What follows belongs to an exercise in optimizing a design on an open flow for small area, a short achievable clock period and few clock cycles; a production flow would make more cautious choices.
RTL that was checked went through simulation tests only; none was proved equivalent to the original.
The RTL of run 1 was laid out without a check of its function.
Power figures rest on the tool's default switching activity, not on a simulated workload.

==> flow/design.v <==
package cpu_pkg;
    typedef logic [15:0] word_t;
    typedef logic [7:0]  bank_t;
    typedef logic [23:0] addr_t;    
    typedef logic [2:0]  reg_idx_t;
    typedef enum logic [3:0] {
        OP_NOP     = 4'h0,
        OP_MOV     = 4'h1,
        OP_ADD     = 4'h2,
        OP_SUB     = 4'h3,
        OP_AND     = 4'h4,
        OP_OR      = 4'h5,
        OP_XOR     = 4'h6,
        OP_CMP     = 4'h7,
        OP_MOVI    = 4'h8,
        OP_MUL     = 4'h9,
        OP_JMPI    = 4'hA,
        OP_JMP     = 4'hB,
        OP_BRANCH  = 4'hC,
        OP_LOAD    = 4'hD,
        OP_STORE   = 4'hE,
        OP_SPECIAL = 4'hF
    } opcode_t;
    typedef struct packed {
        opcode_t    opcode;
        reg_idx_t   rd;
        reg_idx_t   rs;
        reg_idx_t   rt;
        logic [2:0] func;    
    } instr_r_t;
    typedef struct packed {
        opcode_t    opcode;
        logic [2:0] sel;     
        logic [8:0] imm;
    } instr_i_t;
    typedef union packed {
        instr_r_t r;
        instr_i_t i;
    } instr_u;
    typedef enum logic [2:0] {
        ALU_ADD, ALU_SUB, ALU_AND, ALU_OR, ALU_XOR, ALU_MUL, ALU_PASS
    } alu_op_t;
    localparam int FLAG_Z = 0;
    localparam int FLAG_N = 1;
    localparam int FLAG_C = 2;
    localparam int FLAG_V = 3;
    localparam logic [2:0] COND_EQ = 3'd0;
    localparam logic [2:0] COND_NE = 3'd1;
    localparam logic [2:0] COND_CS = 3'd2;
    localparam logic [2:0] COND_CC = 3'd3;
    localparam logic [2:0] COND_MI = 3'd4;
    localparam logic [2:0] COND_PL = 3'd5;
    localparam logic [2:0] COND_VS = 3'd6;
    localparam logic [2:0] COND_VC = 3'd7;
    localparam logic [2:0] FUNC_MOV_RR       = 3'd0;    
    localparam logic [2:0] FUNC_MOV_TO_DBR   = 3'd2;    
    localparam logic [2:0] FUNC_MOV_FROM_DBR = 3'd3;    
    localparam logic [2:0] FUNC_HALT         = 3'd6;
endpackage
`timescale 1ns/1ps
module mul_cs (
    input  logic [15:0] a,
    input  logic [15:0] b,
    output logic [15:0] x,
    output logic [15:0] y
);
    logic s1, c2, s3, c4, s5, c6, s7, c8, s9, c10, s11, c12, s13, c14, s15, c16, s17, c18, s19, c20, s21, c22, s23, c24, s25, c26, s27, c28, s29, c30, s31, c32, s33, c34, s35, c36, s37, c38, s39, c40, s41, c42, s43, c44, s45, c46, s47, c48, s49, c50, s51, c52, s53, c54, s55, c56, s57, c58, s59, c60, s61, c62, s63, c64, s65, c66, s67, c68, s69, c70, s71, c72, s73, c74, s75, c76, s77, c78, s79, c80, s81, c82, s83, c84, s85, c86, s87, c88, s89, c90, s91, c92, s93, c94, s95, c96, s97, c98, s99, c100, s101, c102, s103, c104, s105, c106, s107, c108, s109, c110, s111, c112, s113, c114, s115, c116, s117, c118, s119, c120, s121, c122, s123, c124, s125, c126, s127, c128, s129, c130, s131, c132, s133, c134, s135, c136, s137, c138, s139, c140, s141, c142, s143, c144, s145, c146, s147, c148, s149, c150, s151, c152, s153, c154, s155, c156, s157, c158, s159, c160, s161, c162, s163, c164, s165, c166, s167, c168, s169, c170, s171, c172, s173, c174, s175, c176, s177, c178, s179, c180, s181, c182, s183, c184, s185, c186, s187, c188, s189, c190, s191, c192, s193, c194, s195, c196, s197, c198, s199, c200, s201, c202, s203, c204, s205, c206, s207, c208, s209, c210;
    assign s1 = (a[0] & b[13]) ^ (a[1] & b[12]);
    assign c2 = (a[0] & b[13]) & (a[1] & b[12]);
    assign s3 = (a[0] & b[14]) ^ (a[1] & b[13]) ^ (a[2] & b[12]);
    assign c4 = ((a[0] & b[14]) & (a[1] & b[13])) | ((a[0] & b[14]) & (a[2] & b[12])) | ((a[1] & b[13]) & (a[2] & b[12]));
    assign s5 = (a[3] & b[11]) ^ (a[4] & b[10]);
    assign c6 = (a[3] & b[11]) & (a[4] & b[10]);
    assign s7 = (a[0] & b[15]) ^ (a[1] & b[14]) ^ (a[2] & b[13]);
    assign c8 = ((a[0] & b[15]) & (a[1] & b[14])) | ((a[0] & b[15]) & (a[2] & b[13])) | ((a[1] & b[14]) & (a[2] & b[13]));
    assign s9 = (a[3] & b[12]) ^ (a[4] & b[11]) ^ (a[5] & b[10]);
    assign c10 = ((a[3] & b[12]) & (a[4] & b[11])) | ((a[3] & b[12]) & (a[5] & b[10])) | ((a[4] & b[11]) & (a[5] & b[10]));
    assign s11 = (a[6] & b[9]) ^ (a[7] & b[8]);
    assign c12 = (a[6] & b[9]) & (a[7] & b[8]);
    assign s13 = (a[0] & b[9]) ^ (a[1] & b[8]);
    assign c14 = (a[0] & b[9]) & (a[1] & b[8]);
    assign s15 = (a[0] & b[10]) ^ (a[1] & b[9]) ^ (a[2] & b[8]);
    assign c16 = ((a[0] & b[10]) & (a[1] & b[9])) | ((a[0] & b[10]) & (a[2] & b[8])) | ((a[1] & b[9]) & (a[2] & b[8]));
    assign s17 = (a[3] & b[7]) ^ (a[4] & b[6]);
    assign c18 = (a[3] & b[7]) & (a[4] & b[6]);
    assign s19 = (a[0] & b[11]) ^ (a[1] & b[10]) ^ (a[2] & b[9]);
    assign c20 = ((a[0] & b[11]) & (a[1] & b[10])) | ((a[0] & b[11]) & (a[2] & b[9])) | ((a[1] & b[10]) & (a[2] & b[9]));
    assign s21 = (a[3] & b[8]) ^ (a[4] & b[7]) ^ (a[5] & b[6]);
    assign c22 = ((a[3] & b[8]) & (a[4] & b[7])) | ((a[3] & b[8]) & (a[5] & b[6])) | ((a[4] & b[7]) & (a[5] & b[6]));
    assign s23 = (a[6] & b[5]) ^ (a[7] & b[4]);
    assign c24 = (a[6] & b[5]) & (a[7] & b[4]);
    assign s25 = (a[0] & b[12]) ^ (a[1] & b[11]) ^ (a[2] & b[10]);
    assign c26 = ((a[0] & b[12]) & (a[1] & b[11])) | ((a[0] & b[12]) & (a[2] & b[10])) | ((a[1] & b[11]) & (a[2] & b[10]));
    assign s27 = (a[3] & b[9]) ^ (a[4] & b[8]) ^ (a[5] & b[7]);
    assign c28 = ((a[3] & b[9]) & (a[4] & b[8])) | ((a[3] & b[9]) & (a[5] & b[7])) | ((a[4] & b[8]) & (a[5] & b[7]));
    assign s29 = (a[6] & b[6]) ^ (a[7] & b[5]) ^ (a[8] & b[4]);
    assign c30 = ((a[6] & b[6]) & (a[7] & b[5])) | ((a[6] & b[6]) & (a[8] & b[4])) | ((a[7] & b[5]) & (a[8] & b[4]));
    assign s31 = (a[9] & b[3]) ^ (a[10] & b[2]);
    assign c32 = (a[9] & b[3]) & (a[10] & b[2]);
    assign s33 = (a[2] & b[11]) ^ (a[3] & b[10]) ^ (a[4] & b[9]);
    assign c34 = ((a[2] & b[11]) & (a[3] & b[10])) | ((a[2] & b[11]) & (a[4] & b[9])) | ((a[3] & b[10]) & (a[4] & b[9]));
    assign s35 = (a[5] & b[8]) ^ (a[6] & b[7]) ^ (a[7] & b[6]);
    assign c36 = ((a[5] & b[8]) & (a[6] & b[7])) | ((a[5] & b[8]) & (a[7] & b[6])) | ((a[6] & b[7]) & (a[7] & b[6]));
    assign s37 = (a[8] & b[5]) ^ (a[9] & b[4]) ^ (a[10] & b[3]);
    assign c38 = ((a[8] & b[5]) & (a[9] & b[4])) | ((a[8] & b[5]) & (a[10] & b[3])) | ((a[9] & b[4]) & (a[10] & b[3]));
    assign s39 = (a[11] & b[2]) ^ (a[12] & b[1]) ^ (a[13] & b[0]);
    assign c40 = ((a[11] & b[2]) & (a[12] & b[1])) | ((a[11] & b[2]) & (a[13] & b[0])) | ((a[12] & b[1]) & (a[13] & b[0]));
    assign s41 = (a[5] & b[9]) ^ (a[6] & b[8]) ^ (a[7] & b[7]);
    assign c42 = ((a[5] & b[9]) & (a[6] & b[8])) | ((a[5] & b[9]) & (a[7] & b[7])) | ((a[6] & b[8]) & (a[7] & b[7]));
    assign s43 = (a[8] & b[6]) ^ (a[9] & b[5]) ^ (a[10] & b[4]);
    assign c44 = ((a[8] & b[6]) & (a[9] & b[5])) | ((a[8] & b[6]) & (a[10] & b[4])) | ((a[9] & b[5]) & (a[10] & b[4]));
    assign s45 = (a[11] & b[3]) ^ (a[12] & b[2]) ^ (a[13] & b[1]);
    assign c46 = ((a[11] & b[3]) & (a[12] & b[2])) | ((a[11] & b[3]) & (a[13] & b[1])) | ((a[12] & b[2]) & (a[13] & b[1]));
    assign s47 = (a[14] & b[0]) ^ c2 ^ s3;
    assign c48 = ((a[14] & b[0]) & c2) | ((a[14] & b[0]) & s3) | (c2 & s3);
    assign s49 = (a[8] & b[7]) ^ (a[9] & b[6]) ^ (a[10] & b[5]);
    assign c50 = ((a[8] & b[7]) & (a[9] & b[6])) | ((a[8] & b[7]) & (a[10] & b[5])) | ((a[9] & b[6]) & (a[10] & b[5]));
    assign s51 = (a[11] & b[4]) ^ (a[12] & b[3]) ^ (a[13] & b[2]);
    assign c52 = ((a[11] & b[4]) & (a[12] & b[3])) | ((a[11] & b[4]) & (a[13] & b[2])) | ((a[12] & b[3]) & (a[13] & b[2]));
    assign s53 = (a[14] & b[1]) ^ (a[15] & b[0]) ^ c4;
    assign c54 = ((a[14] & b[1]) & (a[15] & b[0])) | ((a[14] & b[1]) & c4) | ((a[15] & b[0]) & c4);
    assign s55 = c6 ^ s7 ^ s9;
    assign c56 = (c6 & s7) | (c6 & s9) | (s7 & s9);
    assign s57 = (a[0] & b[6]) ^ (a[1] & b[5]);
    assign c58 = (a[0] & b[6]) & (a[1] & b[5]);
    assign s59 = (a[0] & b[7]) ^ (a[1] & b[6]) ^ (a[2] & b[5]);
    assign c60 = ((a[0] & b[7]) & (a[1] & b[6])) | ((a[0] & b[7]) & (a[2] & b[5])) | ((a[1] & b[6]) & (a[2] & b[5]));
    assign s61 = (a[3] & b[4]) ^ (a[4] & b[3]);
    assign c62 = (a[3] & b[4]) & (a[4] & b[3]);
    assign s63 = (a[0] & b[8]) ^ (a[1] & b[7]) ^ (a[2] & b[6]);
    assign c64 = ((a[0] & b[8]) & (a[1] & b[7])) | ((a[0] & b[8]) & (a[2] & b[6])) | ((a[1] & b[7]) & (a[2] & b[6]));
    assign s65 = (a[3] & b[5]) ^ (a[4] & b[4]) ^ (a[5] & b[3]);
    assign c66 = ((a[3] & b[5]) & (a[4] & b[4])) | ((a[3] & b[5]) & (a[5] & b[3])) | ((a[4] & b[4]) & (a[5] & b[3]));
    assign s67 = (a[6] & b[2]) ^ (a[7] & b[1]);
    assign c68 = (a[6] & b[2]) & (a[7] & b[1]);
    assign s69 = (a[2] & b[7]) ^ (a[3] & b[6]) ^ (a[4] & b[5]);
    assign c70 = ((a[2] & b[7]) & (a[3] & b[6])) | ((a[2] & b[7]) & (a[4] & b[5])) | ((a[3] & b[6]) & (a[4] & b[5]));
    assign s71 = (a[5] & b[4]) ^ (a[6] & b[3]) ^ (a[7] & b[2]);
    assign c72 = ((a[5] & b[4]) & (a[6] & b[3])) | ((a[5] & b[4]) & (a[7] & b[2])) | ((a[6] & b[3]) & (a[7] & b[2]));
    assign s73 = (a[8] & b[1]) ^ (a[9] & b[0]) ^ s13;
    assign c74 = ((a[8] & b[1]) & (a[9] & b[0])) | ((a[8] & b[1]) & s13) | ((a[9] & b[0]) & s13);
    assign s75 = (a[5] & b[5]) ^ (a[6] & b[4]) ^ (a[7] & b[3]);
    assign c76 = ((a[5] & b[5]) & (a[6] & b[4])) | ((a[5] & b[5]) & (a[7] & b[3])) | ((a[6] & b[4]) & (a[7] & b[3]));
    assign s77 = (a[8] & b[2]) ^ (a[9] & b[1]) ^ (a[10] & b[0]);
    assign c78 = ((a[8] & b[2]) & (a[9] & b[1])) | ((a[8] & b[2]) & (a[10] & b[0])) | ((a[9] & b[1]) & (a[10] & b[0]));
    assign s79 = c14 ^ s15 ^ s17;
    assign c80 = (c14 & s15) | (c14 & s17) | (s15 & s17);
    assign s81 = (a[8] & b[3]) ^ (a[9] & b[2]) ^ (a[10] & b[1]);
    assign c82 = ((a[8] & b[3]) & (a[9] & b[2])) | ((a[8] & b[3]) & (a[10] & b[1])) | ((a[9] & b[2]) & (a[10] & b[1]));
    assign s83 = (a[11] & b[0]) ^ c16 ^ c18;
    assign c84 = ((a[11] & b[0]) & c16) | ((a[11] & b[0]) & c18) | (c16 & c18);
    assign s85 = s19 ^ s21 ^ s23;
    assign c86 = (s19 & s21) | (s19 & s23) | (s21 & s23);
    assign s87 = (a[11] & b[1]) ^ (a[12] & b[0]) ^ c20;
    assign c88 = ((a[11] & b[1]) & (a[12] & b[0])) | ((a[11] & b[1]) & c20) | ((a[12] & b[0]) & c20);
    assign s89 = c22 ^ c24 ^ s25;
    assign c90 = (c22 & c24) | (c22 & s25) | (c24 & s25);
    assign s91 = s27 ^ s29 ^ s31;
    assign c92 = (s27 & s29) | (s27 & s31) | (s29 & s31);
    assign s93 = s1 ^ c26 ^ c28;
    assign c94 = (s1 & c26) | (s1 & c28) | (c26 & c28);
    assign s95 = c30 ^ c32 ^ s33;
    assign c96 = (c30 & c32) | (c30 & s33) | (c32 & s33);
    assign s97 = s35 ^ s37 ^ s39;
    assign c98 = (s35 & s37) | (s35 & s39) | (s37 & s39);
    assign s99 = s5 ^ c34 ^ c36;
    assign c100 = (s5 & c34) | (s5 & c36) | (c34 & c36);
    assign s101 = c38 ^ c40 ^ s41;
    assign c102 = (c38 & c40) | (c38 & s41) | (c40 & s41);
    assign s103 = s43 ^ s45 ^ s47;
    assign c104 = (s43 & s45) | (s43 & s47) | (s45 & s47);
    assign s105 = s11 ^ c42 ^ c44;
    assign c106 = (s11 & c42) | (s11 & c44) | (c42 & c44);
    assign s107 = c46 ^ c48 ^ s49;
    assign c108 = (c46 & c48) | (c46 & s49) | (c48 & s49);
    assign s109 = s51 ^ s53 ^ s55;
    assign c110 = (s51 & s53) | (s51 & s55) | (s53 & s55);
    assign s111 = (a[0] & b[4]) ^ (a[1] & b[3]);
    assign c112 = (a[0] & b[4]) & (a[1] & b[3]);
    assign s113 = (a[0] & b[5]) ^ (a[1] & b[4]) ^ (a[2] & b[3]);
    assign c114 = ((a[0] & b[5]) & (a[1] & b[4])) | ((a[0] & b[5]) & (a[2] & b[3])) | ((a[1] & b[4]) & (a[2] & b[3]));
    assign s115 = (a[3] & b[2]) ^ (a[4] & b[1]);
    assign c116 = (a[3] & b[2]) & (a[4] & b[1]);
    assign s117 = (a[2] & b[4]) ^ (a[3] & b[3]) ^ (a[4] & b[2]);
    assign c118 = ((a[2] & b[4]) & (a[3] & b[3])) | ((a[2] & b[4]) & (a[4] & b[2])) | ((a[3] & b[3]) & (a[4] & b[2]));
    assign s119 = (a[5] & b[1]) ^ (a[6] & b[0]) ^ s57;
    assign c120 = ((a[5] & b[1]) & (a[6] & b[0])) | ((a[5] & b[1]) & s57) | ((a[6] & b[0]) & s57);
    assign s121 = (a[5] & b[2]) ^ (a[6] & b[1]) ^ (a[7] & b[0]);
    assign c122 = ((a[5] & b[2]) & (a[6] & b[1])) | ((a[5] & b[2]) & (a[7] & b[0])) | ((a[6] & b[1]) & (a[7] & b[0]));
    assign s123 = c58 ^ s59 ^ s61;
    assign c124 = (c58 & s59) | (c58 & s61) | (s59 & s61);
    assign s125 = (a[8] & b[0]) ^ c60 ^ c62;
    assign c126 = ((a[8] & b[0]) & c60) | ((a[8] & b[0]) & c62) | (c60 & c62);
    assign s127 = s63 ^ s65 ^ s67;
    assign c128 = (s63 & s65) | (s63 & s67) | (s65 & s67);
    assign s129 = c64 ^ c66 ^ c68;
    assign c130 = (c64 & c66) | (c64 & c68) | (c66 & c68);
    assign s131 = s69 ^ s71 ^ s73;
    assign c132 = (s69 & s71) | (s69 & s73) | (s71 & s73);
    assign s133 = c70 ^ c72 ^ c74;
    assign c134 = (c70 & c72) | (c70 & c74) | (c72 & c74);
    assign s135 = s75 ^ s77 ^ s79;
    assign c136 = (s75 & s77) | (s75 & s79) | (s77 & s79);
    assign s137 = c76 ^ c78 ^ c80;
    assign c138 = (c76 & c78) | (c76 & c80) | (c78 & c80);
    assign s139 = s81 ^ s83 ^ s85;
    assign c140 = (s81 & s83) | (s81 & s85) | (s83 & s85);
    assign s141 = c82 ^ c84 ^ c86;
    assign c142 = (c82 & c84) | (c82 & c86) | (c84 & c86);
    assign s143 = s87 ^ s89 ^ s91;
    assign c144 = (s87 & s89) | (s87 & s91) | (s89 & s91);
    assign s145 = c88 ^ c90 ^ c92;
    assign c146 = (c88 & c90) | (c88 & c92) | (c90 & c92);
    assign s147 = s93 ^ s95 ^ s97;
    assign c148 = (s93 & s95) | (s93 & s97) | (s95 & s97);
    assign s149 = c94 ^ c96 ^ c98;
    assign c150 = (c94 & c96) | (c94 & c98) | (c96 & c98);
    assign s151 = s99 ^ s101 ^ s103;
    assign c152 = (s99 & s101) | (s99 & s103) | (s101 & s103);
    assign s153 = c100 ^ c102 ^ c104;
    assign c154 = (c100 & c102) | (c100 & c104) | (c102 & c104);
    assign s155 = s105 ^ s107 ^ s109;
    assign c156 = (s105 & s107) | (s105 & s109) | (s107 & s109);
    assign s157 = (a[0] & b[3]) ^ (a[1] & b[2]);
    assign c158 = (a[0] & b[3]) & (a[1] & b[2]);
    assign s159 = (a[2] & b[2]) ^ (a[3] & b[1]) ^ (a[4] & b[0]);
    assign c160 = ((a[2] & b[2]) & (a[3] & b[1])) | ((a[2] & b[2]) & (a[4] & b[0])) | ((a[3] & b[1]) & (a[4] & b[0]));
    assign s161 = (a[5] & b[0]) ^ c112 ^ s113;
    assign c162 = ((a[5] & b[0]) & c112) | ((a[5] & b[0]) & s113) | (c112 & s113);
    assign s163 = c114 ^ c116 ^ s117;
    assign c164 = (c114 & c116) | (c114 & s117) | (c116 & s117);
    assign s165 = c118 ^ c120 ^ s121;
    assign c166 = (c118 & c120) | (c118 & s121) | (c120 & s121);
    assign s167 = c122 ^ c124 ^ s125;
    assign c168 = (c122 & c124) | (c122 & s125) | (c124 & s125);
    assign s169 = c126 ^ c128 ^ s129;
    assign c170 = (c126 & c128) | (c126 & s129) | (c128 & s129);
    assign s171 = c130 ^ c132 ^ s133;
    assign c172 = (c130 & c132) | (c130 & s133) | (c132 & s133);
    assign s173 = c134 ^ c136 ^ s137;
    assign c174 = (c134 & c136) | (c134 & s137) | (c136 & s137);
    assign s175 = c138 ^ c140 ^ s141;
    assign c176 = (c138 & c140) | (c138 & s141) | (c140 & s141);
    assign s177 = c142 ^ c144 ^ s145;
    assign c178 = (c142 & c144) | (c142 & s145) | (c144 & s145);
    assign s179 = c146 ^ c148 ^ s149;
    assign c180 = (c146 & c148) | (c146 & s149) | (c148 & s149);
    assign s181 = c150 ^ c152 ^ s153;
    assign c182 = (c150 & c152) | (c150 & s153) | (c152 & s153);
    assign s183 = (a[0] & b[2]) ^ (a[1] & b[1]);
    assign c184 = (a[0] & b[2]) & (a[1] & b[1]);
    assign s185 = (a[2] & b[1]) ^ (a[3] & b[0]) ^ s157;
    assign c186 = ((a[2] & b[1]) & (a[3] & b[0])) | ((a[2] & b[1]) & s157) | ((a[3] & b[0]) & s157);
    assign s187 = s111 ^ c158 ^ s159;
    assign c188 = (s111 & c158) | (s111 & s159) | (c158 & s159);
    assign s189 = s115 ^ c160 ^ s161;
    assign c190 = (s115 & c160) | (s115 & s161) | (c160 & s161);
    assign s191 = s119 ^ c162 ^ s163;
    assign c192 = (s119 & c162) | (s119 & s163) | (c162 & s163);
    assign s193 = s123 ^ c164 ^ s165;
    assign c194 = (s123 & c164) | (s123 & s165) | (c164 & s165);
    assign s195 = s127 ^ c166 ^ s167;
    assign c196 = (s127 & c166) | (s127 & s167) | (c166 & s167);
    assign s197 = s131 ^ c168 ^ s169;
    assign c198 = (s131 & c168) | (s131 & s169) | (c168 & s169);
    assign s199 = s135 ^ c170 ^ s171;
    assign c200 = (s135 & c170) | (s135 & s171) | (c170 & s171);
    assign s201 = s139 ^ c172 ^ s173;
    assign c202 = (s139 & c172) | (s139 & s173) | (c172 & s173);
    assign s203 = s143 ^ c174 ^ s175;
    assign c204 = (s143 & c174) | (s143 & s175) | (c174 & s175);
    assign s205 = s147 ^ c176 ^ s177;
    assign c206 = (s147 & c176) | (s147 & s177) | (c176 & s177);
    assign s207 = s151 ^ c178 ^ s179;
    assign c208 = (s151 & c178) | (s151 & s179) | (c178 & s179);
    assign s209 = s155 ^ c180 ^ s181;
    assign c210 = (s155 & c180) | (s155 & s181) | (c180 & s181);
    assign x = {c208, c206, c204, c202, c200, c198, c196, c194, c192, c190, c188, c186, c184, (a[2] & b[0]), (a[0] & b[1]), (a[0] & b[0])};
    assign y = {s209, s207, s205, s203, s201, s199, s197, s195, s193, s191, s189, s187, s185, s183, (a[1] & b[0]), 1'b0};
endmodule
`timescale 1ns/1ps
module nc_cpu_top #(
    parameter logic [7:0]  RESET_BANK      = 8'h01,
    parameter logic [15:0] RESET_OFFSET    = 16'h8000,
    parameter logic [7:0]  RESET_DATA_BANK = 8'h00
) (
    input  logic        clk,
    input  logic        reset_n,
    output logic        mem_valid,
    output logic        mem_we,
    output logic [23:0] mem_addr,
    output logic [15:0] mem_wdata,
    input  logic        mem_ready,
    input  logic [15:0] mem_rdata,
    output logic        halted
);
    logic [15:0] regs [8];   
    logic [7:0]  rv;         
    logic        fz, fn, fc, fv;
    logic [7:0]  dbr;
    logic [15:0] ir;        
    logic        iv;        
    logic        run;       
    logic [15:0] fa;        
    logic        mph;       
    logic [15:0] mx, my;    
    logic        sv;
    logic [2:0]  sa, sd;
    logic        d_mem, d_st, d_halt, d_mul, d_fwd;
    logic        d_uj;          
    logic        d_sub;         
    logic [7:0]  d_bc;          
    logic [3:0]  op, nop;
    assign nop  = mem_rdata[15:12];
    logic [2:0]  rd, rs, fnc;
    logic [15:0] simm;
    assign op   = ir[15:12];
    assign rd   = ir[11:9];
    assign rs   = ir[8:6];
    assign fnc  = ir[2:0];
    assign simm = {{7{ir[8]}}, ir[8:0]};    
    logic is_jmp, is_ld;
    assign is_jmp  = (op == 4'hB);
    assign is_ld   = d_mem && !d_st;
    logic [15:0] a_val, b_val;
    logic taken;
    assign taken = d_uj || (d_bc[0] &&  fz) || (d_bc[1] && !fz)
                        || (d_bc[2] &&  fc) || (d_bc[3] && !fc)
                        || (d_bc[4] &&  fn) || (d_bc[5] && !fn)
                        || (d_bc[6] &&  fv) || (d_bc[7] && !fv);
    logic        redir, dacc, hlt, mul0, fetching;
    logic [15:0] target, cur, fa_next;
    logic [15:0] tgt;       
    assign redir   = iv && taken;
    assign target  = is_jmp ? a_val : tgt;
    assign cur     = redir ? target : fa;
    assign fa_next = cur + 16'd2;
    assign dacc     = iv && d_mem;
    assign hlt      = iv && d_halt;
    assign mul0     = iv && d_mul && !mph;
    assign fetching = run && !dacc && !hlt && !mul0;
    assign halted    = hlt;
    assign mem_valid = run && !hlt && !mul0;
    assign mem_we    = dacc && d_st;
    assign mem_addr  = {dacc ? dbr : RESET_BANK, redir ? target : dacc ? a_val : fa};
    assign mem_wdata = b_val;
    logic        sub, cin;
    logic [16:0] sum;
    logic [15:0] bx, mhi, res;
    logic        carry, ovf, z_sum;
    assign sub   = d_sub;
    assign cin   = sub;
    assign bx    = b_val;
    always_comb begin
        logic [15:0] p, g, gg, pp;
        p  = a_val ^ bx;
        g  = a_val & bx;
        gg = g;
        pp = p;
        gg[0] = g[0] | (p[0] & cin);
        for (int k = 0; k < 4; k++)
            for (int i = 0; i < 16; i++)
                if (i[k]) begin
                    gg[i] = gg[i] | (pp[i] & gg[((i >> k) << k) - 1]);
                    pp[i] = pp[i] & pp[((i >> k) << k) - 1];
                end
        sum = {gg[15], p ^ {gg[14:0], cin}};
    end
    assign carry = sum[16] ^ sub;
    assign ovf   = (a_val[15] == bx[15]) && (sum[15] != a_val[15]);
    assign z_sum = &(~((a_val ^ bx) ^ {a_val[14:0] | bx[14:0], cin}));
    logic [15:0] mx_d, my_d;
    logic        mz;
    mul_cs i_mul (.a(a_val), .b(b_val), .x(mx_d), .y(my_d));
    assign mhi = mx + my;
    assign mz  = &(~(mx ^ my ^ {mx[14:0] | my[14:0], 1'b0}));
    logic wr, set_zn, set_cv, dbr_wr, zr;
    always_comb begin
        res    = sum[15:0];
        zr     = z_sum;
        wr     = 1'b0;
        set_cv = 1'b0;
        dbr_wr = 1'b0;
        case (op)
            4'h1: begin
                res = (fnc == 3'd3) ? {8'h00, dbr} : a_val;
                zr  = (fnc == 3'd3) ? (dbr == 8'd0) : (a_val == 16'd0);
                wr  = (fnc == 3'd0) || (fnc == 3'd3);
                dbr_wr = (fnc == 3'd2);
            end
            4'h2, 4'h3: begin wr = 1'b1; set_cv = 1'b1; end
            4'h7:       set_cv = 1'b1;
            4'h4: begin res = a_val & b_val; zr = (res == 16'd0); wr = 1'b1; end
            4'h5: begin res = a_val | b_val; zr = (res == 16'd0); wr = 1'b1; end
            4'h6: begin res = a_val ^ b_val; zr = (res == 16'd0); wr = 1'b1; end
            4'h8: begin res = simm; zr = (ir[8:0] == 9'd0); wr = 1'b1; end
            4'h9: begin res = mhi; zr = mz; wr = 1'b1; end
            4'hD: begin
                res = d_fwd ? b_val : mem_rdata;
                zr  = d_fwd ? (b_val == 16'd0) : (mem_rdata == 16'd0);
                wr  = 1'b1;
            end
            default: ;
        endcase
        set_zn = wr || (op == 4'h7) || is_ld;
    end
    logic ex_alu, ex_ld, wen;
    assign ex_alu = iv && !d_mem && !mul0;
    assign ex_ld  = iv && is_ld && mem_ready;
    assign wen    = (ex_alu && wr) || ex_ld;
    logic st_kill, alu_kill, fwd_hit;
    assign alu_kill = ex_alu && ((wr && (rd == sa || rd == sd)) || dbr_wr);
    assign st_kill  = alu_kill || (ex_ld && (rd == sa || rd == sd));
    assign fwd_hit  = (nop == 4'hD) && sv && !alu_kill && (mem_rdata[8:6] == sa);
    always_ff @(posedge clk or negedge reset_n) begin
        if (!reset_n) begin
            rv <= 8'h00;
            {fz, fn, fc, fv} <= 4'h0;
            dbr <= RESET_DATA_BANK;
            sv  <= 1'b0;
            sa  <= 3'd0;
            sd  <= 3'd0;
        end else begin
            if (wen)
                rv[rd] <= 1'b1;
            if ((ex_alu && set_zn) || ex_ld) begin
                fz <= zr;
                fn <= res[15];
            end
            if (ex_alu && set_cv) begin
                fc <= carry;
                fv <= ovf;
            end
            if (ex_alu && dbr_wr)
                dbr <= a_val[7:0];
            if (iv && d_st) begin
                sv <= 1'b1;
                sa <= rs;
                sd <= rd;
            end else if (st_kill) begin
                sv <= 1'b0;
            end
        end
    end
    always_ff @(posedge clk or negedge reset_n) begin
        if (!reset_n) begin
            run <= 1'b0;
            iv  <= 1'b0;
            mph <= 1'b0;
            fa  <= RESET_OFFSET;
        end else begin
            run <= 1'b1;
            mph <= mul0;
            if (fetching) begin
                iv <= mem_ready;
                fa <= mem_ready ? fa_next : cur;
            end else if (dacc && mem_ready) begin
                iv <= 1'b0;
            end
        end
    end
    logic [2:0]  na, nb;
    logic [15:0] simm2;     
    assign simm2 = {{7{mem_rdata[8]}}, mem_rdata[8:0]} + 16'd2;
    logic        nsub;      
    assign nsub  = (nop == 4'h3) || (nop == 4'h7);
    logic        haz_a, haz_b;
    assign na    = mem_rdata[8:6];
    assign nb    = (nop == 4'hE) ? mem_rdata[11:9] : (nop == 4'hD) ? sd : mem_rdata[5:3];
    assign haz_a = ex_alu && wr && (rd == na);
    assign haz_b = ex_alu && wr && (rd == nb);
    always_ff @(posedge clk) begin
        if (wen)
            regs[rd] <= res;
        if (fetching && mem_ready) begin
            a_val <= haz_a ? res : (regs[na] & {16{rv[na]}});
            tgt   <= (nop == 4'hA) ? {cur[15:9], mem_rdata[8:0]} : cur + simm2;
            b_val <= (haz_b ? res : (regs[nb] & {16{rv[nb]}})) ^ {16{nsub}};
        end
    end
    always_ff @(posedge clk) begin
        mx <= mx_d;
        my <= my_d;
        if (fetching && mem_ready) begin
            ir     <= mem_rdata;
            d_mem  <= (nop == 4'hE) || ((nop == 4'hD) && !fwd_hit);
            d_fwd  <= fwd_hit;
            d_st   <= (nop == 4'hE);
            d_halt <= (nop == 4'hF) && (mem_rdata[2:0] == 3'd6);
            d_mul  <= (nop == 4'h9);
            d_uj   <= (nop == 4'hA) || (nop == 4'hB);
            d_sub  <= nsub;
            for (int i = 0; i < 8; i++)
                d_bc[i] <= (nop == 4'hC) && (mem_rdata[11:9] == i[2:0]);
        end
    end
endmodule
==> flow/flow/run.sh <==
#!/bin/bash
set -euo pipefail
MARGIN=$(cat flow/margin.txt)
bash standard.sh SETUP_SLACK_MARGIN=$MARGIN \
    "BUFFER_PORTS_ARGS=-buffer_cell sky130_fd_sc_hd__buf_4" finish > flow_make.log 2>&1
==> flow/flow/margin.txt <==
6.65
==> flow/standard.sh <==
#!/bin/bash
# synth_recipe.tcl (not shown) runs the flow's synth.tcl, then flattens the netlist and writes it again
# the make line also repeats each setting of config.mk as NAME=value (left out here)
make -C /OpenROAD-flow-scripts/flow DESIGN_CONFIG=/design/flow/config.mk WORK_HOME=/design/flow/orfs CLKGATE_MAP_FILE= SYNTH_SCRIPT=/design/flow/synth_recipe.tcl "${@:-finish}"
==> flow/config.mk <==
export PLATFORM = sky130hd
export DESIGN_NAME = nc_cpu_top
export DESIGN_NICKNAME = nc_cpu_top
export VERILOG_FILES = /design/flow/design.v
export SDC_FILE = /design/flow/constraint.sdc
export NUM_CORES = 4
export LEC_CHECK = 0
export CAP_MARGIN = 20
export CORE_MARGIN = 2
export CORE_UTILIZATION = 40
export PLACE_DENSITY = 0.6
export SLEW_MARGIN = 20
==> flow/constraint.sdc <==
create_clock -name core_clock -period 11.0 [get_ports {clk}]
set_input_delay 2.2000 -clock core_clock [delete_from_list [all_inputs] [get_ports {clk}]]
set_output_delay 2.2000 -clock core_clock [all_outputs]
set_load 0.01 [all_outputs]
==> key figures, run 1 <==
Pwr
  – Combinational power share: 42.0%
  – Clock power frac: between 20% and 30%
  – Switching share of power: about 38%
  – Pint: 2.86 mW
  – Sequential share of power: 32.3%
  – Total Power: around 4.6 mW
  – Sw Pwr: between 1.5 and 2 mW
  – Leakage: roughly 9.3 nW
  – Maximum vdd ir drop: around 120 µV
  – Power Density: about 190 nW/µm²

Route
  – Router iterations before antenna repair: 7
  – Antenna Nets Post-Route: 0
  – DRC Markers: 0
  – Drt total wl: a little under 70,000 µm
  – DR iter-0 viols: 1,451
  – Total number of vias: roughly 16k
  – Routed vias/inst: about 5.8
  – WL/cell: 24.3 µm

Hold path
  – WHS Path Cells: 1
  – HP Class: register to register
  – Hold path start: mph

CTS
  – Clock root cell: clkbuf_16
  – Worst-case clock buffer depth: 3
  – Cts bufs inserted: 35
  – Clk sinks: 284
  – Clock latency on the worst-skew pair: 0.55 ns
  – TritonCTS clock tree: done
  – Clock transition at path regs: around 0.06 ns
  – Hold-fix buffers, CTS: 0
  – H-tree lvl count: 2

Final layout
  – Fillers: about 4.7k
  – Fin util: 47.7%
  – Sequential cell area: ~8000 µm²
  – Synthesis-to-finish area growth: 17.8%
  – Fraction of layout cells with a size suffix above 1: 17.8%
  – Area occupied by multi-input gates: ~12,000 µm²
  – N_diodes: 0
  – Nets: between 2k and 2.5k

Place
  – GPL Wtd Cong: between 0.9 and 1
  – DP HPWL: about 47,000 µm
  – Count of input and output buffers: 61
  – Setup WS pre-CTS: about 5.4 ns

Yosys
  – FFs w/ async S/R, synth: 16.2%
  – YS warnings: 1
  – Number of synthesized flops with an enable pin: 207
  – Top_reg_cell synth: edfxtp_1
  – Post-Syn Nets: 2,197
  – Cell variety after synth: 85
  – Post-Synthesis Cells: 2,005
  – Syn Area/Cell: about 10 µm²
  – Flops & latches, synth: between 200 and 300
  – Sequential area share after synthesis: about two fifths
  – Post-synthesis cell area: between 20,000 and 25,000 µm²

Setup path
  – Startpoint Class: register
  – CP dominant cell by count: nor2_2
  – CP delay by family, top: buffers and inverters
  – WP depth: 10
  – CP Launch Point: fv
  – Worst Path Required: around 8.8 ns
  – WP buf/inv: 3
  – CP Class: register to primary output
  – CP max FO: 7
  – CP peak stage delay: 0.40 ns
  – FF-to-FF path depth: 20
  – Worst R2R Start: fc
  – R2R Setup Slk: approximately 6.7 ns
  – Slowest library cell on the worst path: dfrtp_2
  – CP endpoint kind: primary output
  – Critical Path AT: between 2 and 3 ns
  – Cells along the critical path: mux2i_2 -> nand2_2 -> o21ai_4 -> buf_8 -> nor2_4 -> a21oi_4 -> buf_12 -> nor2_2 -> nor2_2 -> buf_4

STA
  – Fin Setup TNS: 0 ns
  – Worst-margin pin slew: 1.07 ns
  – Tcrit/Tclk final: around 43%
  – Final min period: 4.70 ns
  – Endpoints failing setup: 0
  – Post-layout worst setup margin: roughly 6.3 ns
  – Final Hold Violating Endpoints: 0
  – Final Slew Violations: 0
  – Worst Skew: 0.0194 ns
  – Final hold slack: 0.442 ns
  – FMAX: 213 MHz
  – Relative slew slack: 28.8%
  – RSZ-0062 raised after global routing: true

Global routing
  – Initial antenna violation count: 3
  – Vias in the first global route: roughly 16k
  – Global route overflow: 0
  – Largest net degree at the start of global routing: approximately 70
  – Total Routing Usage GR: roughly a quarter
  – First-pass GRT wire length: about 100,000 µm

Floorplan
  – CORE AREA: 50,100 µm²
  – Chip Height: between 200 and 250 µm
  – Initial core utilization: between 40% and 50%
  – Die width: roughly 230 µm
  – Rows: 82
  – Die area: around 53,000 µm²
  – Ports: between 60 and 70

Run status
  – Outcome: finished clean

Job
  – Max_cap viols: 0
-- path summary, 6_finish.rpt --
check / to
setup / recovery: mem_addr[8]
hold / removal: mph
setup reg to reg: tgt[14]
hold reg to reg: mph
max in group asynchronous: fv
min in group asynchronous: fa[5]
-- layer usage --
layer / share of wire (%) / track usage (%)
met1: 41 / 33.8
met2: 47 / 40.8
met3: 7.8 / 4.53
met4: 4.2 / 10.1
met5: 0.051 / 0
-- flip-flops by register name, summed over array words and instances (netlist names), 15 cells and up --
name	flops
my	15
a_val	16
b_val	16
tgt	16
mx	16
regs	128
ir	16
fa	16
-- worst reg2reg max path, cell delays in order (launching register included) --
cell and delay, ns:
dfrtp_1 0.43, mux2i_2 0.30, nand3b_4 0.17, buf_4 0.18, o21a_4 0.22, buf_8 0.13
buf_4 0.15, o211ai_1 0.12, o21ai_2 0.13, fa_2 0.39, nand2b_4 0.11, nand2_2 0.05
o22ai_2 0.11, a21oi_2 0.07, maj3_2 0.32, or3b_4 0.43, a211oi_2 0.24, a2111oi_2 0.07
nor3_2 0.15, mux2i_1 0.22, nand3_1 0.08
-- area by class of cell --
class,instances,area share [%]
inverter,185,3.00
timing repair buffer,160,5.93
sequential,284,33.4
clock inverter,19,0.864
clock buffer,45,4.08
multi-input combinational,1440,49.2
tap,672,3.52
-- stage by stage --
stage                     std cells  instance area (µm²)
after floorplan                2005                20600
after global placement         2669                21600
after detailed placement       2669                21600
after CTS                      2766                23300
after global routing           2805                23900
final                          2805                23900
-- power groups by stage --
stage / registers [mW] / logic [mW] / clock network [mW]
2_1_floorplan: 1.45 / 1.25 / 0
3_3_place_gp: 1.50 / 1.71 / 0
3_5_place_dp: 1.50 / 1.75 / 0
4_1_cts: 1.48 / 1.85 / 1.21
5_1_grt: 1.50 / 2.11 / 1.25
6_report: 1.49 / 1.93 / 1.19
-- Yosys cell counts (19+ instances only) --
cell,number,area [µm²]
a211oi_1,55,413
a21oi_1,107,536
buf_2,19,95.1
clkbuf_1,65,244
dfrtp_1,45,1130
dfxtp_1,31,621
edfxtp_1,207,6220
fa_1,85,1700
ha_1,88,1100
inv_1,177,664
mux2i_1,87,871
mux4_2,34,766
nand2_1,171,642
nand4_1,23,144
nor2_1,208,781
nor2b_1,43,269
nor3_1,27,135
nor4_1,26,163
o21ai_0,71,355
o22ai_1,38,238
xnor2_1,110,963
xor2_1,36,315
-- cells in the final DEF, fill, tap and decap left out, types with 11 or more instances in the layout --
cell and instances:
edfxtp_1 207, nor2_1 183, inv_1 171, nand2_1 165, buf_4 138, xnor2_1 109, a21oi_1 95, mux2i_1 85
ha_1 85, fa_1 84, o21ai_0 66, a211oi_1 51, nor2b_1 43, dfrtp_1 43, clkbuf_16 38, xor2_1 34
mux4_2 34, o22ai_1 33, dfxtp_1 31, nor4_1 26, nor3_1 24, nand4_1 23, nand3_1 16, nor2_2 15
nand2b_1 14, o211ai_1 14, o21ai_1 12, a21o_1 12, clkinv_1 11
-- kinds of logic after synthesis --
kind of cell	Yosys count	share of synthesized area, %
fa+ha+maj	174	13.9
compound gates	397	12.6
xor+xnor	146	6.30
simple gates	588	13.7
flops	284	39.4
mux	132	8.69
other cells	1	0.0185
buf+inv	283	5.43
-- timing repair --
item                                   4_1_cts  5_1_grt
cloned                                       3        3
setup buffers                               30       36
pin swaps                                   27       29
setup endpoints to repair                   96       61
gates resized for setup                     72       55
endpoints found under the hold margin        0        0
==> run 2: changes to the inputs <==
--- a/flow/design.v
+++ b/flow/design.v
@@ -312,2 +312,18 @@
     logic [7:0]  d_bc;          
+    function automatic logic [16:0] add16(input logic [15:0] x, input logic [15:0] y,
+                                          input logic ci);
+        logic [15:0] p, g, gg, pp;
+        p  = x ^ y;
+        g  = x & y;
+        gg = g;
+        pp = p;
+        gg[0] = g[0] | (p[0] & ci);
+        for (int k = 0; k < 4; k++)
+            for (int i = 0; i < 16; i++)
+                if (i[k]) begin
+                    gg[i] = gg[i] | (pp[i] & gg[((i >> k) << k) - 1]);
+                    pp[i] = pp[i] & pp[((i >> k) << k) - 1];
+                end
+        add16 = {gg[15], p ^ {gg[14:0], ci}};
+    endfunction
     logic [3:0]  op, nop;
@@ -353,17 +369,3 @@
     assign bx    = b_val;
-    always_comb begin
-        logic [15:0] p, g, gg, pp;
-        p  = a_val ^ bx;
-        g  = a_val & bx;
-        gg = g;
-        pp = p;
-        gg[0] = g[0] | (p[0] & cin);
-        for (int k = 0; k < 4; k++)
-            for (int i = 0; i < 16; i++)
-                if (i[k]) begin
-                    gg[i] = gg[i] | (pp[i] & gg[((i >> k) << k) - 1]);
-                    pp[i] = pp[i] & pp[((i >> k) << k) - 1];
-                end
-        sum = {gg[15], p ^ {gg[14:0], cin}};
-    end
+    assign sum = add16(a_val, bx, cin);
     assign carry = sum[16] ^ sub;
@@ -372,32 +374,26 @@
     logic [15:0] mx_d, my_d;
-    logic        mz;
     mul_cs i_mul (.a(a_val), .b(b_val), .x(mx_d), .y(my_d));
     assign mhi = mx + my;
-    assign mz  = &(~(mx ^ my ^ {mx[14:0] | my[14:0], 1'b0}));
-    logic wr, set_zn, set_cv, dbr_wr, zr;
+    logic        wr, set_zn, set_cv, dbr_wr, zr, use_sum;
+    logic [15:0] ores;
     always_comb begin
-        res    = sum[15:0];
-        zr     = z_sum;
-        wr     = 1'b0;
-        set_cv = 1'b0;
-        dbr_wr = 1'b0;
+        ores    = a_val;
+        use_sum = 1'b0;
+        wr      = 1'b0;
+        set_cv  = 1'b0;
+        dbr_wr  = 1'b0;
         case (op)
             4'h1: begin
-                res = (fnc == 3'd3) ? {8'h00, dbr} : a_val;
-                zr  = (fnc == 3'd3) ? (dbr == 8'd0) : (a_val == 16'd0);
-                wr  = (fnc == 3'd0) || (fnc == 3'd3);
+                ores   = (fnc == 3'd3) ? {8'h00, dbr} : a_val;
+                wr     = (fnc == 3'd0) || (fnc == 3'd3);
                 dbr_wr = (fnc == 3'd2);
             end
-            4'h2, 4'h3: begin wr = 1'b1; set_cv = 1'b1; end
-            4'h7:       set_cv = 1'b1;
-            4'h4: begin res = a_val & b_val; zr = (res == 16'd0); wr = 1'b1; end
-            4'h5: begin res = a_val | b_val; zr = (res == 16'd0); wr = 1'b1; end
-            4'h6: begin res = a_val ^ b_val; zr = (res == 16'd0); wr = 1'b1; end
-            4'h8: begin res = simm; zr = (ir[8:0] == 9'd0); wr = 1'b1; end
-            4'h9: begin res = mhi; zr = mz; wr = 1'b1; end
-            4'hD: begin
-                res = d_fwd ? b_val : mem_rdata;
-                zr  = d_fwd ? (b_val == 16'd0) : (mem_rdata == 16'd0);
-                wr  = 1'b1;
-            end
+            4'h2, 4'h3: begin use_sum = 1'b1; wr = 1'b1; set_cv = 1'b1; end
+            4'h7:       begin use_sum = 1'b1; set_cv = 1'b1; end
+            4'h4: begin ores = a_val & b_val; wr = 1'b1; end
+            4'h5: begin ores = a_val | b_val; wr = 1'b1; end
+            4'h6: begin ores = a_val ^ b_val; wr = 1'b1; end
+            4'h8: begin ores = simm; wr = 1'b1; end
+            4'h9: begin ores = mhi; wr = 1'b1; end
+            4'hD: begin ores = d_fwd ? b_val : mem_rdata; wr = 1'b1; end
             default: ;
@@ -405,2 +401,4 @@
         set_zn = wr || (op == 4'h7) || is_ld;
+        res    = use_sum ? sum[15:0] : ores;
+        zr     = use_sum ? z_sum : (ores == 16'd0);
     end
@@ -464,2 +462,4 @@
     assign simm2 = {{7{mem_rdata[8]}}, mem_rdata[8:0]} + 16'd2;
+    logic [16:0] tgt_d;
+    assign tgt_d = add16(cur, simm2, 1'b0);
     logic        nsub;      
@@ -476,3 +476,3 @@
             a_val <= haz_a ? res : (regs[na] & {16{rv[na]}});
-            tgt   <= (nop == 4'hA) ? {cur[15:9], mem_rdata[8:0]} : cur + simm2;
+            tgt   <= (nop == 4'hA) ? {cur[15:9], mem_rdata[8:0]} : tgt_d[15:0];
             b_val <= (haz_b ? res : (regs[nb] & {16{rv[nb]}})) ^ {16{nsub}};
==> flow/flow/margin.txt (replaced) <==
6.45
--- a/flow/config.mk
+++ b/flow/config.mk
@@ -10,2 +10,4 @@
 export CORE_UTILIZATION = 40
+export CTS_CLUSTER_DIAMETER = 110
+export CTS_CLUSTER_SIZE = 26
 export PLACE_DENSITY = 0.6
==> key figures, run 2 <==
CTS
  – H-tree lvl count: 1
  – Clock latency on the worst-skew pair: approximately 0.55 ns
  – Clk sinks: about 280
  – Clock transition at path regs: 0.11 ns
  – Worst-case clock buffer depth: 3
  – Cts bufs inserted: 16
  – Clock root cell: clkbuf_16
  – TritonCTS clock tree: done
  – Hold-fix buffers, CTS: 0

Final layout
  – Nets: between 1.5k and 2k
  – Fillers: between 4k and 5k
  – Synthesis-to-finish area growth: 13.1%
  – N_diodes: 0
  – Max reg flops: 128
  – Commonest non-fill, non-tap cell in the layout: edfxtp_1
  – Biggest register: regs
  – Fraction of layout cells with a size suffix above 1: between 10% and 20%
  – Most frequent cells in the layout: edfxtp_1, nor2_1, nand2_1

Route
  – Total number of vias: between 10k and 15k
  – WL/cell: around 26 µm
  – DR iter-0 viols: 1,594
  – Antenna Nets Post-Route: 0
  – Router iterations before antenna repair: 6
  – Routed vias/inst: between 5 and 6
  – DRC Markers: 0
  – Drt total wl: 62,900 µm

Pwr
  – Power Density: about 170 nW/µm²
  – Leakage: approximately 8.6 nW
  – Maximum vdd ir drop: between 90 and 100 µV
  – Total Power: 3.71 mW

Setup path
  – CP Launch Point: fn
  – Critical Path AT: 2.48 ns
  – Startpoint Class: register
  – CP peak stage delay: around 0.41 ns
  – CP Class: register to primary output
  – R2R Setup Slk: around 6.6 ns
  – Worst R2R Start: b_val[5]
  – Slowest library cell on the worst path: dfrtp_1
  – CP dominant cell by count: nor2_4
  – WP buf/inv: 3
  – CP max FO: 8
  – FF-to-FF path depth: 10
  – Worst Path Required: 8.80 ns
  – CP endpoint kind: primary output
  – WP depth: 10
  – Cells along the critical path: mux2i_2 -> nand2_2 -> o21ai_2 -> buf_6 -> nor2_4 -> a21oi_4 -> buf_12 -> nor2_4 -> nor2_4 -> buf_6
  – CP delay by family, top: buffers and inverters

STA
  – Endpoints failing setup: 0
  – FMAX: about 210 MHz
  – Final min period: 4.68 ns
  – Worst-margin pin slew: 1.12 ns
  – Final Slew Violations: 0
  – Final Hold Violating Endpoints: 0
  – Relative slew slack: roughly 25%
  – Fin Setup TNS: 0 ns
  – Worst Skew: about 0.025 ns
  – RSZ-0062 raised after global routing: true
  – Tcrit/Tclk final: between 40% and 50%

Yosys
  – FFs w/ async S/R, synth: between 10% and 20%
  – Most frequent cell after synthesis: edfxtp_1
  – Cell variety after synth: 84
  – Sequential area share after synthesis: 41.3%
  – Most frequent cells after synthesis: edfxtp_1, nor2_1, nand2_1, inv_1, fa_1
  – Number of synthesized flops with an enable pin: a little over 200
  – Post-Syn Nets: about 1.9k
  – Post-synthesis cell area: 19,300 µm²
  – Flops & latches, synth: ~280
  – Yosys top cell area share: about a third
  – Top cells by area, synth: edfxtp_1, fa_1, mux4_2
  – Top_reg_cell synth: edfxtp_1
  – Post-Synthesis Cells: ~1.8k
  – Area leader, netlist: edfxtp_1
  – Syn Area/Cell: between 10 and 15 µm²
  – YS warnings: 1

Place
  – Count of input and output buffers: roughly 60
  – DP HPWL: approximately 45,000 µm
  – GPL Wtd Cong: between 0.9 and 1

Run status
  – Outcome: finished clean

Global routing
  – First-pass GRT wire length: between 90,000 and 100,000 µm
  – Largest net degree at the start of global routing: 80
  – Global route overflow: 0
  – Initial antenna violation count: 0
  – Total Routing Usage GR: between 20% and 30%
  – Vias in the first global route: about 15k

Floorplan
  – Die area: 50,100 µm²
  – Die width: about 220 µm
  – Chip Height: 224 µm
  – Ports: between 60 and 70
  – Initial core utilization: 40.5%
  – CORE AREA: roughly 48,000 µm²
  – Rows: 80

Job
  – Max_cap viols: 0

Hold path
  – HP Class: register to register
  – Hold path start: rv[2]
  – WHS Path Cells: 1
==> run 2: power breakdown <==
| part | total (mW) | switching, mW | leakage (nW) | internal (mW) |
|---|---|---|---|---|
| Clock | 0.693 | 0.391 | 0.252 | 0.302 |
| Sequential | 1.46 | 0.127 | 2.73 | 1.33 |
| Combinational | 1.56 | 0.892 | 5.59 | 0.666 |
| Total | 3.71 | 1.41 | 8.56 | 2.30 |
==> run 2: kinds of logic (layout without fill, tap and decap cells) <==
logic type | after synthesis | after routing | synth area share (%)
buffers and inverters | 225 | 290 | 4.50
multiplexers | 167 | 167 | 13.2
other | 1 | 1 | 0.0194
flip-flops | 284 | 284 | 41.3
XOR/XNOR | 118 | 118 | 5.34
AO/OA/AOI/OAI | 292 | 292 | 9.71
adder cells (fa/ha/maj) | 165 | 165 | 14.0
AND/OR/NAND/NOR | 506 | 506 | 11.8
==> run 2: timing repair <==
| item | 4_1_cts | 5_1_grt |
|---|---|---|
| gates cloned | 0 | 1 |
| pin swaps | 18 | 12 |
| gates resized for setup | 86 | 26 |
| setup buffers | 17 | 3 |
| hold endpoints to repair | 0 | 0 |
| setup endpoints to repair | 62 | 31 |
==> run 2: worst paths after layout <==
kind                          endpoint
min in group asynchronous        rv[3]
max in group asynchronous           iv
max reg2reg                  a_val[15]
max                        mem_addr[1]
min                              rv[2]
min reg2reg                      rv[2]
==> run 2: metrics by stage <==
step	utilization (%)	worst slack (ns)	hold WS, ns	instances	instance area (µm²)
4_1_cts	45.4	6.38	0.508	2434	21700
3_5_place_dp	43.3	5.49	0.485	2389	20700
3_3_place_gp	43.2	5.30	0.473	2388	20600
5_1_grt	45.8	6.28	0.527	2438	21900
6_report	45.8	6.32	0.511	2438	21900
2_1_floorplan	-	6.36	0.439	1758	19500
==> run 2: layout make-up <==
cell class,instances,area [µm²],area share [%]
clock buffers,23,448,2.05
clock inverters,5,77.6,0.354
inverters,148,571,2.61
multi-input cells,1249,11000,50.5
flip-flops and latches,284,7990,36.5
well taps,615,769,3.52
repair buffers,114,983,4.49
==> run 2: layer usage <==
layer / global-route usage, % / part of all wire, %
met1: 33.0 / 41
met5: 0 / 0
met4: 9.83 / 4.2
met3: 2.98 / 6.5
met2: 42.8 / 48
==> run 2: worst reg2reg max path: cells and delay by family (launching register included) <==
kind                     cells  cell delay [ns]
flip-flops                   1             0.72
AO/OA/AOI/OAI                4             1.40
adder cells (fa/ha/maj)      1             0.50
AND/OR/NAND/NOR              3             0.95
multiplexers                 1             0.22
buffers and inverters        1             0.39
Testbench counts of run 2, summed over its fixed seeds: cycles 79,294.
==> run 3: changes to the inputs <==
--- a/flow/config.mk
+++ b/flow/config.mk
@@ -10,4 +10,2 @@
 export CORE_UTILIZATION = 40
-export CTS_CLUSTER_DIAMETER = 110
-export CTS_CLUSTER_SIZE = 26
 export PLACE_DENSITY = 0.6
==> key figures, run 3 <==
Final layout
  – Commonest non-fill, non-tap cell in the layout: edfxtp_1
  – Biggest register: regs
  – Most frequent cells in the layout: edfxtp_1, nor2_1, nand2_1
  – N_diodes: 0
  – Final std cell area, no fill: about 23,000 µm²
  – Synthesis-to-finish area growth: 17.1%
  – Fillers: roughly 4.3k
  – Max reg flops: around 130
  – Fraction of layout cells with a size suffix above 1: between 20% and 30%
  – Nets: just over 2k

STA
  – Post-layout worst setup margin: 6.31 ns
  – Fin Setup TNS: 0 ns
  – Tcrit/Tclk final: 42.6%
  – Final Hold Violating Endpoints: 0
  – Final min period: 4.69 ns
  – Worst Skew: 0.0219 ns
  – RSZ-0062 raised after global routing: true
  – Final Slew Violations: 0
  – Endpoints failing setup: 0
  – FMAX: approximately 210 MHz
  – Worst-margin pin slew: between 1 and 1.5 ns
  – Relative slew slack: around 28%

Yosys
  – Synth Area in Simple Gates: about an eighth
  – Post-Synth Adder-Cell Area: between 10 and 15%
  – Yosys top cell area share: 32.1%
  – Post-synthesis xor/xnor area fraction: ~5.3%
  – Number of synthesized flops with an enable pin: 207
  – Most frequent cells after synthesis: edfxtp_1, nor2_1, nand2_1, inv_1, fa_1
  – Top cells by area, synth: edfxtp_1, fa_1, mux4_2
  – Post-Syn Nets: slightly below 2k
  – Flops & latches, synth: 284
  – Post-Synthesis Cells: ~1.8k
  – Largest family of logic cells by synthesized area: adder cells
  – Synth Area in Compound Gates: approximately a tenth
  – Post-synthesis mux area share: 13.2%
  – Post-synthesis cell area: 19,300 µm²
  – FFs w/ async S/R, synth: 16.2%
  – Most frequent cell after synthesis: edfxtp_1
  – Sequential area share after synthesis: between 40% and 50%
  – Cell variety after synth: 84
  – Syn Area/Cell: 11.0 µm²
  – YS warnings: 1
  – Area leader, netlist: edfxtp_1
  – Top_reg_cell synth: edfxtp_1

Setup path
  – CP peak stage delay: 0.43 ns
  – CP max FO: 4
  – Critical Path AT: ~2.5 ns
  – CP dominant cell by count: buf_6
  – CP endpoint kind: primary output
  – CP delay by family, top: buffers and inverters
  – R2R Setup Slk: ~6.5 ns
  – Worst Path Required: between 8 and 9 ns
  – CP Class: register to primary output
  – Cells along the critical path: mux2i_2 -> nand2_2 -> o21ai_2 -> buf_6 -> nor2_4 -> a21oi_4 -> buf_6 -> nor2_1 -> nor2_2 -> buf_4
  – Startpoint Class: register
  – Slowest library cell on the worst path: dfrtp_1
  – FF-to-FF path depth: 10
  – WP buf/inv: 3
  – Worst R2R Start: a_val[5]
  – Capturing point of the worst reg2reg path: a_val[15]

Floorplan
  – Chip Height: ~220 µm
  – Die width: 224 µm
  – CORE AREA: between 40,000 and 50,000 µm²
  – Rows: 80
  – Ports: 62
  – Initial core utilization: roughly 41%
  – Die area: between 50,000 and 60,000 µm²

Pwr
  – Switching share of power: around 36%
  – Sequential share of power: 34.3%
  – Sw Pwr: 1.53 mW
  – Power Density: 189 nW/µm²
  – Combinational power share: between 30% and 40%
  – Pint: about 2.7 mW
  – Maximum vdd ir drop: approximately 120 µV
  – Total Power: 4.27 mW
  – Leakage: approximately 8.9 nW
  – Clock power frac: around 29%

Route
  – WL/cell: approximately 26 µm
  – DR iter-0 viols: around 1.5k
  – Routed vias/inst: 5.91
  – DRC Markers: 0
  – Total number of vias: 14.6k
  – Drt total wl: 63,800 µm
  – Antenna Nets Post-Route: 0
  – Router iterations before antenna repair: 5

CTS
  – Clock latency on the worst-skew pair: about 0.57 ns
  – Clock transition at path regs: approximately 0.06 ns
  – Clock root cell: clkbuf_16
  – Clk sinks: between 200 and 300
  – Worst-case clock buffer depth: 3
  – Hold-fix buffers, CTS: 0
  – H-tree lvl count: 2
  – TritonCTS clock tree: done
  – Cts bufs inserted: 35

Place
  – Count of input and output buffers: 61
  – GPL Wtd Cong: slightly below 1
  – DP HPWL: ~45,000 µm
  – Setup WS pre-CTS: 5.49 ns
  – Post-DP Area: between 20,000 and 25,000 µm²

Hold path
  – Hold path start: rv[5]
  – WHS Path Cells: 1
  – Hold endpoint: rv[5]
  – HP Class: register to register

Global routing
  – Initial antenna violation count: 0
  – Global route overflow: 0
  – Largest net degree at the start of global routing: 80
  – Vias in the first global route: between 15k and 20k
  – First-pass GRT wire length: ~96,000 µm
  – Total Routing Usage GR: between 20 and 30%

Job
  – Max_cap viols: 0

Run status
  – Outcome: finished clean
-- run 3: power groups by stage --
| stage | Clock, mW | Combinational [mW] | Sequential, mW |
|---|---|---|---|
| global placement | 0 | 1.41 | 1.47 |
| floorplan | 0 | 1.04 | 1.42 |
| detailed placement | 0 | 1.44 | 1.47 |
| global route | 1.30 | 1.73 | 1.47 |
| CTS | 1.26 | 1.51 | 1.46 |
| finish | 1.24 | 1.57 | 1.46 |
-- run 3: worst max-delay path by stage --
| stage | from | endpoint | cells after the start |
|---|---|---|---|
| after global routing | fz | mem_addr[1] | 10 |
| after detailed placement | mem_rdata[13] | b_val[12] | 10 |
| after CTS | fc | mem_addr[0] | 9 |
| final | fv | mem_addr[9] | 10 |
| after global placement | mem_rdata[12] | b_val[14] | 9 |
| after floorplan | mem_rdata[8] | tgt[15] | 14 |
-- run 3: kinds of logic after synthesis --
family,Yosys count
and+or+nand+nor,506
AOI/OAI and AO/OA,292
DFF,284
buffers and inverters,225
muxes,167
adders and majority gates,165
xor gates and xnor gates,118
other,1
-- run 3: area by class of cell --
| type | instances | area [µm²] | share of cell area, % |
|---|---|---|---|
| well taps | 615 | 769 | 3.40 |
| multi-input cells | 1251 | 11100 | 48.9 |
| clock inverters | 26 | 307 | 1.35 |
| repair buffers | 116 | 1000 | 4.44 |
| inverters | 148 | 567 | 2.50 |
| clock buffers | 38 | 928 | 4.10 |
| flip-flops and latches | 284 | 7990 | 35.3 |
-- run 3: through the flow --
stage | instances | hold slack [ns] | util, %
2_1_floorplan | 1758 | 0.439 | -
3_3_place_gp | 2388 | 0.473 | 43.2
3_5_place_dp | 2389 | 0.485 | 43.3
4_1_cts | 2466 | 0.501 | 46.7
5_1_grt | 2478 | 0.521 | 47.4
6_report | 2478 | 0.506 | 47.4
-- run 3: timing repair --
action                     in CTS  in global routing
pin swaps                      16                 15
setup buffers                  13                  8
gates cloned                    0                  3
setup endpoints to repair      61                 33
gates resized for setup        75                 35
-- run 3: per-layer routing --
layer | share of wire [%] | routed length (µm) | global-route usage (%)
met1 | 40 | 25700 | 32.9
met2 | 48 | 30300 | 42.5
met3 | 6.6 | 4230 | 3.69
met4 | 5.5 | 3520 | 13.5
met5 | 0 | 0 | 0
-- run 3: worst reg2reg max path: stages (launching register included) --
cell and delay [ns]:
edfxtp_1 0.75, clkinv_2 0.38, ha_1 0.48, and3_1 0.20
a211oi_2 0.40, a211o_1 0.30, nand3_1 0.14, a31oi_1 0.47
mux2i_1 0.22, or3_1 0.61, o2bb2ai_1 0.23
==> run 4: changes to the inputs <==
==> flow/flow/margin.txt (replaced) <==
6.35
--- a/flow/config.mk
+++ b/flow/config.mk
@@ -10,2 +10,4 @@
 export CORE_UTILIZATION = 40
+export CTS_CLUSTER_DIAMETER = 90
+export CTS_CLUSTER_SIZE = 18
 export PLACE_DENSITY = 0.6
==> key figures, run 4 <==
Yosys
  – Cell variety after synth: 84
  – YS warnings: 1
  – Yosys top cell area share: 32.1%
  – Area leader, netlist: edfxtp_1
  – Syn Area/Cell: 11.0 µm²
  – Post-Syn Nets: roughly 1.9k
  – Most frequent cells after synthesis: edfxtp_1, nor2_1, nand2_1, inv_1, fa_1
  – Post-synthesis cell area: between 15,000 and 20,000 µm²
  – Post-Synth Adder-Cell Area: between 10% and 20%
  – Post-synthesis xor/xnor area fraction: ~5.3%
  – Synth Area in Simple Gates: 11.8%
  – Largest family of logic cells by synthesized area: adder cells
  – Number of synthesized flops with an enable pin: 207
  – Post-synthesis mux area share: 13.2%
  – Top cells by area, synth: edfxtp_1, fa_1, mux4_2
  – Top_reg_cell synth: edfxtp_1
  – Most frequent cell after synthesis: edfxtp_1
  – Synth Area in Compound Gates: 9.71%
  – Flops & latches, synth: between 200 and 300
  – FFs w/ async S/R, synth: between 10% and 20%
  – Post-Synthesis Cells: approximately 1.8k
  – Sequential area share after synthesis: between 40% and 50%

Route
  – Router iterations before antenna repair: 6
  – Total number of vias: approximately 15k
  – WL/cell: between 20 and 30 µm
  – Routed vias/inst: roughly 5.9
  – Drt total wl: approximately 63,000 µm
  – DR iter-0 viols: ~1.5k
  – Antenna Nets Post-Route: 0
  – DRC Markers: 0

STA
  – Final Hold Violating Endpoints: 0
  – Worst-margin pin slew: 1.13 ns
  – Fin Setup TNS: 0 ns
  – FMAX: about 220 MHz
  – Tcrit/Tclk final: between 40% and 50%
  – Endpoints failing setup: 0
  – Final Slew Violations: 0
  – Final min period: 4.61 ns
  – Post-layout worst setup margin: 6.39 ns
  – Relative slew slack: between 20% and 30%
  – RSZ-0062 raised after global routing: true
  – Worst Skew: 0.0226 ns

CTS
  – Clock transition at path regs: about 0.080 ns
  – Clock latency on the worst-skew pair: about 0.57 ns
  – Cts bufs inserted: 22
  – Clock root cell: clkbuf_16
  – Clk sinks: roughly 280
  – H-tree lvl count: 1
  – TritonCTS clock tree: done
  – Worst-case clock buffer depth: 3

Global routing
  – Vias in the first global route: 14.7k
  – Initial antenna violation count: 0
  – First-pass GRT wire length: between 90,000 and 100,000 µm
  – Largest net degree at the start of global routing: 80
  – Total Routing Usage GR: about a quarter
  – Global route overflow: 0

Floorplan
  – Die area: 50,100 µm²
  – CORE AREA: ~48,000 µm²
  – Rows: 80
  – Chip Height: between 200 and 250 µm
  – Die width: around 220 µm
  – Initial core utilization: 40.5%
  – Ports: between 60 and 70

Setup path
  – CP peak stage delay: about 0.41 ns
  – CP dominant cell by count: nor2_2
  – Startpoint Class: register
  – Capturing point of the worst reg2reg path: a_val[15]
  – Critical Path AT: 2.41 ns
  – Worst R2R Start: a_val[7]
  – CP max FO: 5
  – CP Class: register to primary output
  – Worst Path Required: just under 9 ns
  – CP endpoint kind: primary output
  – Slowest library cell on the worst path: dfrtp_1
  – FF-to-FF path depth: 11
  – R2R Setup Slk: 6.42 ns
  – Cells along the critical path: mux2i_2 -> nand2_2 -> o21ai_2 -> buf_6 -> nor2_2 -> a21oi_2 -> buf_4 -> buf_6 -> nor2_2 -> nor2_2 -> buf_4

Place
  – Count of input and output buffers: between 60 and 70
  – DP HPWL: 45,200 µm
  – GPL Wtd Cong: 0.969
  – Setup WS pre-CTS: ~5.4 ns

Pwr
  – Power Density: about 170 nW/µm²
  – Leakage: 8.64 nW
  – Maximum vdd ir drop: roughly 110 µV

Hold path
  – Hold path start: rv[1]
  – HP Class: register to register
  – WHS Path Cells: 1
  – Hold endpoint: rv[1]

Final layout
  – Fillers: roughly 4.4k
  – Synthesis-to-finish area growth: 13.1%
  – Nets: 2,013
  – Commonest non-fill, non-tap cell in the layout: edfxtp_1
  – Most frequent cells in the layout: edfxtp_1, nor2_1, nand2_1
  – Biggest register: regs
  – Fraction of layout cells with a size suffix above 1: 18.1%
  – Area occupied by multi-input gates: around 11,000 µm²
  – Max reg flops: about 130
  – N_diodes: 0
  – Sequential cell area: about 8000 µm²

Job
  – Max_cap viols: 0

Run status
  – Outcome: finished clean
==> run 4: cell counts after synthesis <==
No cell type changed its count.
==> run 4: where the power goes <==
| group | total (mW) | internal (mW) | switching [mW] |
|---|---|---|---|
| Combinational | 1.52 | 0.645 | 0.880 |
| Clock | 0.826 | 0.410 | 0.416 |
| Sequential | 1.45 | 1.33 | 0.118 |
| Total | 3.80 | 2.39 | 1.41 |
==> run 4: worst max-delay path, delay by kind of cell, from the launching register on <==
family,cells,cell delay [ns]
AND/OR/NAND/NOR,4,0.30
buffers and inverters,4,0.54
AO/OA/AOI/OAI,2,0.28
flip-flops,1,0.41
multiplexers,1,0.30
==> run 4: layer usage <==
layer	wire [µm]	vias to the layer above	track usage [%]
met3	4080	144	3.65
met4	2940	0	11.0
met5	0	-	0
li1	-	6417	-
met2	29700	592	41.5
met1	25900	7382	32.7
==> run 4: kinds of logic (layout without fill, tap and decap cells) <==
kind of cell	Yosys count	after routing
XOR/XNOR	118	118
AND/OR/NAND/NOR	506	507
multiplexers	167	167
buffers and inverters	225	311
AO/OA/AOI/OAI	292	292
other	1	1
flip-flops	284	284
adder cells (fa/ha/maj)	165	165
==> run 4: stage by stage <==
| stage | util (%) | hold WS, ns | instances | instance area, µm² | power, mW |
|---|---|---|---|---|---|
| global placement | 43.2 | 0.475 | 2390 | 20600 | 2.88 |
| detailed placement | 43.3 | 0.470 | 2392 | 20700 | 2.92 |
| floorplan | - | 0.439 | 1758 | 19500 | 2.46 |
| CTS | 45.3 | 0.488 | 2447 | 21600 | 3.78 |
| finish | 45.8 | 0.489 | 2460 | 21900 | 3.80 |
| global route | 45.8 | 0.509 | 2460 | 21900 | 4.01 |
==> run 4: what timing repair did <==
item / CTS / global route
pin swaps: 12 / 13
hold endpoints to repair: 0 / 0
gates resized for setup: 37 / 24
setup endpoints to repair: 52 / 31
gates cloned: 1 / 2
hold buffers: 0 / 0
setup buffers: 14 / 11
==> run 4: worst max path at each step <==
stage,slack [ns],startpoint,end
after floorplan,6.34,mem_rdata[6],tgt[15]
after global placement,5.29,mem_rdata[12],b_val[12]
after detailed placement,5.42,mem_rdata[13],b_val[12]
after CTS,6.33,fn,mem_addr[0]
after global routing,6.29,fc,mem_addr[12]
final,6.39,fv,mem_addr[10]
==> run 4: final cells by class <==
| cell class | instances | share of cell area (%) |
|---|---|---|
| multi-input combinational | 1250 | 49.6 |
| sequential | 284 | 36.5 |
| timing repair buffer | 123 | 4.55 |
| tap | 615 | 3.52 |
| clock buffer | 32 | 2.69 |
| inverter | 148 | 2.59 |
| clock inverter | 8 | 0.566 |

-- static timing again, ports no longer ideal --
Ports are ideal in the flow. The routed layouts listed here were re-timed in OpenROAD. Step 1, drivers: a clkbuf_16 drives clk and a buf_2 each remaining input, both assumed. Step 2 moves the port delays by t, midway between the first and last clock arrival at a register: inputs arrive t later, outputs are due t later. That takes back most of the time a late clock gives input paths. Slacks: ideal ports / drivers / drivers and shift; pairs: ideal ports / drivers.
run	t (ns)	setup WS [ns]	worst setup path after step 2	clock arrival spread, ns
run 1	0.592	6.299 / 6.243 / 6.006	input to register	0.020 / 0.020
run 2	0.593	6.316 / 6.259 / 5.959	input to register	0.025 / 0.025
run 3	0.608	6.310 / 6.258 / 5.980	input to register	0.022 / 0.022
run 4	0.615	6.394 / 6.336 / 5.877	input to register	0.023 / 0.023
After both steps every run listed still meets setup and hold. The setup slack of run 4, which loses most, moves by -0.058 ns with the drivers and by -0.517 ns with both steps.
